Source: an optimization exercise on an open RTL-to-GDS flow (aim: a short achievable clock period and few clock cycles per item). Production flows keep margins and buffers that such runs may drop. RTL that was checked went through simulation tests only; none was proved equivalent to the original. Power figures rest on the tool's default switching activity, not on a simulated workload.

## red
## iir_df1_biquad_axis
module iir_df1_biquad_axis
#(
    parameter int unsigned coeff_width  = 16,
    parameter int unsigned inout_width  = 16,
    parameter int unsigned scale_factor = 14,
    parameter int          a1_int_coeff = -31880,
    parameter int          a2_int_coeff = 15531,
    parameter int          bo_int_coeff = 167,
    parameter int          b1_int_coeff = -302,
    parameter int          b2_int_coeff = 167
) (
    input  logic                          clk,
    input  logic                          rst,
    input  logic                          s_axis_tvalid,
    input  logic signed [inout_width-1:0] s_axis_tdata,
    output logic                          m_axis_tready,
    output logic signed [inout_width-1:0] m_axis_tdata,
    output logic                          m_axis_tvalid
);
Size: about 300 flip-flops, ~37 I/O pins, ~24000 um2 of cells after synthesis.
export LEC_CHECK = 0
export ABC_CLOCK_PERIOD_IN_PS = 2500
export CAP_MARGIN = 20
export CORE_MARGIN = 2
export CORE_UTILIZATION = 40
export SETUP_SLACK_MARGIN = 4.5
export SLEW_MARGIN = 20
create_clock -name core_clock -period 7.0 [get_ports {clk}]
run.sh (not shown) runs the stock make flow with config.mk's settings and CLKGATE_MAP_FILE= SYNTH_SCRIPT=/design/flow/synth_recipe.tcl, a recipe that flattens the netlist after the stock synthesis.
Inputs modified between red and blue:
-- flow/design.v --
<<< red, line 49
    output logic [18:0] p
);
    logic [18:0] p0, p1;
    always_comb begin
        p0 = '0;
        p1 = '0;
        for (int i = 0; i < 16; i++) begin
            if (b == 4'(i)) begin
                p0 = 19'(31880 * i);
                p1 = 19'(31880 * (i + 1));
            end
        end
        p = c ? p1 : p0;
    end
endmodule
>>> blue, line 49
    output logic [18:0] p
);
    always_comb begin
        p = '0;
        for (int i = 0; i < 32; i++) begin
            if ({c, b} == 5'(i)) p = 19'(31880 * ((i & 15) + (i >> 4)));
        end
    end
endmodule
<<< red, line 273
            alt_c = {1'b0, lc4, 3'b0, lc3, 3'b0, lc2, 3'b0, lc1, 3'b0, lcl, 6'b0, lc7, 7'b0};
        end
        t_s = (l_s4 & {aw{use_tree}}) | (alt_s & {aw{~use_tree}});
        t_c = (l_c4 & {aw{use_tree}}) | (alt_c & {aw{~use_tree}});
    end
    logic [4:0] n0, n1, n2, n3;
>>> blue, line 267
            alt_c = {1'b0, lc4, 3'b0, lc3, 3'b0, lc2, 3'b0, lc1, 3'b0, lcl, 6'b0, lc7, 7'b0};
        end
        t_s = use_tree ? l_s4 : alt_s;
        t_c = use_tree ? l_c4 : alt_c;
    end
    logic [4:0] n0, n1, n2, n3;
==> run summary <==
- blue reached the end of the flow, and the finished layout is clean on the timing, DRC and antenna checks.
- blue ended up with a higher total wire length after detailed routing than red did.
- On synthesized area per cell, red tracks blue almost exactly.
- Combinational logic power went down by a few percent going from red to blue.
- From red to blue the numbers moved as follows: mapped cell area now sits lower; global-route met2 utilization about even; clock power level.
Testbench counts of blue, summed over its fixed seeds: cycles 24,056, items 24,000.
The RTL of red was laid out without a check of its function.

========
Another version of the RTL of iir_df1_biquad_axis (not shown whole).
For scale: about 2800 cells after synthesis, ~24000 um^2 of cells after synthesis.
clock: 7.0 ns
lec_check: 0
abc_clock_period_in_ps: 2500
cap_margin: 20
core_margin: 2
core_utilization: 40
setup_slack_margin: 4.5
slew_margin: 20
Then changed:
--- a/flow/design.v
+++ b/flow/design.v
@@ -111,26 +111,24 @@
     logic ready_q;
     logic rst_q;     
     logic                          vin;
     logic signed [inout_width-1:0] xin;
     logic signed [inout_width-1:0] xh1, xh2;
     logic                          v1, v2, v3, v4, v5;
     logic signed [16:0]            a1;    
     logic signed [15:0]            b1;    
     logic [25:0]                   fs, fc;    
     logic [aw-1:0]                 f3k;   
     logic [aw-1:0]                 gs, gc;
     logic [17:0]                   lb;
-    logic [17:0]                   mb;          
-    logic                          mc1, mc2, mc3, mc4, mc14;    
     logic                          lc1, lc2, lc3, lc4;
     logic                          c14;
     logic [17:0]                   y18;         
     logic signed [6:0]             u;           
     logic                          d1f, d1e, d2f, d2e, lo_f, lo_p, lo_c;
     logic                          u_a8, u_b10, u_e7, u_em9, u_pos, u_e31;
     logic                          y1s;         
     logic                          y1p, y1n;    
     logic signed [15:0]            y1;          
     logic signed [15:0]            y2;          
     logic signed [inout_width-1:0] yo;
     logic                          vo;
@@ -228,34 +226,34 @@
         g_op[5] = f3k;
     end
     iir_biquad_csa #(.w(aw)) u_g1 (.a(g_op[0]), .b(g_op[1]), .c(g_op[2]), .s(g_s1), .co(g_c1));
     iir_biquad_csa #(.w(aw)) u_g2 (.a(g_op[3]), .b(g_op[4]), .c(g_op[5]), .s(g_s2), .co(g_c2));
     iir_biquad_csa #(.w(aw)) u_g3 (.a(g_s1), .b(g_c1), .c(g_s2), .s(g_s3), .co(g_c3));
     iir_biquad_csa #(.w(aw)) u_g4 (.a(g_s3), .b(g_c3), .c(g_c2), .s(g_s4), .co(g_c4));
     logic [18:0]   r0, r1, r2, r3;
     logic [15:0]   r4;
     logic [aw-1:0] l_op [4];
     logic [aw-1:0] l_s1, l_c1, l_s2, l_c2, l_s3, l_c3, l_s4, l_c4;
     logic [aw-1:0] satp_s, satp_c, satn_s, satn_c, alt_s, alt_c, t_s, t_c;
     logic          use_tree;
-    iir_biquad_lut_a1 u_r0 (.b(~mb[3:0]),   .c(1'b0),  .p(r0));
-    iir_biquad_lut_a1 u_r1 (.b(~mb[7:4]),   .c(~mc1),  .p(r1));
-    iir_biquad_lut_a1 u_r2 (.b(~mb[11:8]),  .c(~mc2),  .p(r2));
-    iir_biquad_lut_a1 u_r3 (.b(~mb[15:12]), .c(~mc3),  .p(r3));
-    iir_biquad_lut_top #(.k(31880)) u_r4 (.b(~mb[17:16]), .c(~mc4), .p(r4));
+    iir_biquad_lut_a1 u_r0 (.b(lb[3:0]),   .c(1'b0), .p(r0));
+    iir_biquad_lut_a1 u_r1 (.b(lb[7:4]),   .c(lc1),  .p(r1));
+    iir_biquad_lut_a1 u_r2 (.b(lb[11:8]),  .c(lc2),  .p(r2));
+    iir_biquad_lut_a1 u_r3 (.b(lb[15:12]), .c(lc3),  .p(r3));
+    iir_biquad_lut_top #(.k(31880)) u_r4 (.b(lb[17:16]), .c(lc4), .p(r4));
     always_comb begin
         l_op[0] = aw'(r0) | (aw'(r4) << 16);
         l_op[1] = aw'(r1) << 4;
         l_op[2] = aw'(r2) << 8;
-        l_op[3] = (aw'(r3) << 12) | (~mc14 ? aw'(31880) : aw'(0));
+        l_op[3] = (aw'(r3) << 12) | (c14 ? aw'(31880) : aw'(0));
     end
     iir_biquad_csa #(.w(aw)) u_l1 (.a(l_op[0]), .b(l_op[1]), .c(l_op[2]), .s(l_s1), .co(l_c1));
     iir_biquad_csa #(.w(aw)) u_l2 (.a(l_op[3]), .b(gs), .c(gc), .s(l_s2), .co(l_c2));
     iir_biquad_csa #(.w(aw)) u_l3 (.a(l_s1), .b(l_c1), .c(l_s2), .s(l_s3), .co(l_c3));
     iir_biquad_csa #(.w(aw)) u_l4 (.a(l_s3), .b(l_c3), .c(l_c2), .s(l_s4), .co(l_c4));
     iir_biquad_csa #(.w(aw)) u_kp (.a(gs), .b(gc), .c(k_pos), .s(satp_s), .co(satp_c));
     iir_biquad_csa #(.w(aw)) u_kn (.a(gs), .b(gc), .c(k_neg), .s(satn_s), .co(satn_c));
     always_comb begin
         use_tree = v4 & ~y1s;
         if (v4) begin
             alt_s = y1p ? satp_s : satn_s;
             alt_c = y1p ? satp_c : satn_c;
@@ -288,30 +286,24 @@
         fs   <= f_s7;
         fc   <= f_c7;
         f3k  <= aw'(signed'(fsum)) + k_a2;
         gs   <= use_galt ? f3k : g_s4;
         gc   <= use_galt ? (y1p ? kg_pos : kg_neg) : g_c4;
         yo   <= y1;
         lb  <= {n4[1:0], n3[3:0], n2[3:0], n1[3:0], n0[3:0]};
         lc1 <= n0[4];
         lc2 <= n1[4];
         lc3 <= n2[4];
         lc4 <= n3[4];
         c14 <= nl[14];
-        mb   <= ~{n4[1:0], n3[3:0], n2[3:0], n1[3:0], n0[3:0]};
-        mc1  <= ~n0[4];
-        mc2  <= ~n1[4];
-        mc3  <= ~n2[4];
-        mc4  <= ~n3[4];
-        mc14 <= ~nl[14];
         if (rst_q) begin
             xh1 <= '0;
             xh2 <= '0;
             y2  <= '0;
         end else begin
             if (vin) begin
                 xh1 <= xin;
                 xh2 <= xh1;
             end
             if (v4) begin
                 y2 <= y1;
             end
Effect: Via count is lower by 6.2%; final area went down by 5.0%; clock-buffer cell count goes down by 2; synthesized cell count is lower by 4.9%; global-route usage goes down by 0.39 points; die area shrinks by 4.2%; area after synthesis goes down by 4.2%; critical path depth stays the same; total power drops by 4.5%; clock power is lower by about 5%; worst setup slack gets better by 0.0050 ns; fmax barely changes.
Testbench counts after the change, summed over its fixed seeds: cycles 24,056, items 24,000.
Function not checked in the first run of this note: the RTL went through the layout flow alone.

[re-timing with driven ports]
The flow's constraints put no driver on any port. The routed layouts listed below were extracted and timed again, unchanged, in two steps. Step 1: set_driving_cell puts a clkbuf_16 on clk and a buf_2 on each other input, an assumption about the parent block. Step 2 times the ports against the registers' clock, not the clock port: input delays grow and output delays shrink by t, the midpoint of the rising clock arrivals with the driver on. Slacks: no drivers / after step 1 / after step 2; pairs: no drivers / after step 1.
run | t (ns) | slack for setup (ns) | worst setup path at the end
red | 0.613 | 2.788 / 2.788 / 2.788 | register to register
blue | 0.621 | 3.193 / 3.193 / 3.193 | register to register
the first run of note 2 | 0.630 | 3.241 / 3.241 / 3.241 | register to register
the second run of note 2 | 0.618 | 3.246 / 3.246 / 3.246 | register to register
After both steps every run listed still meets setup and hold.
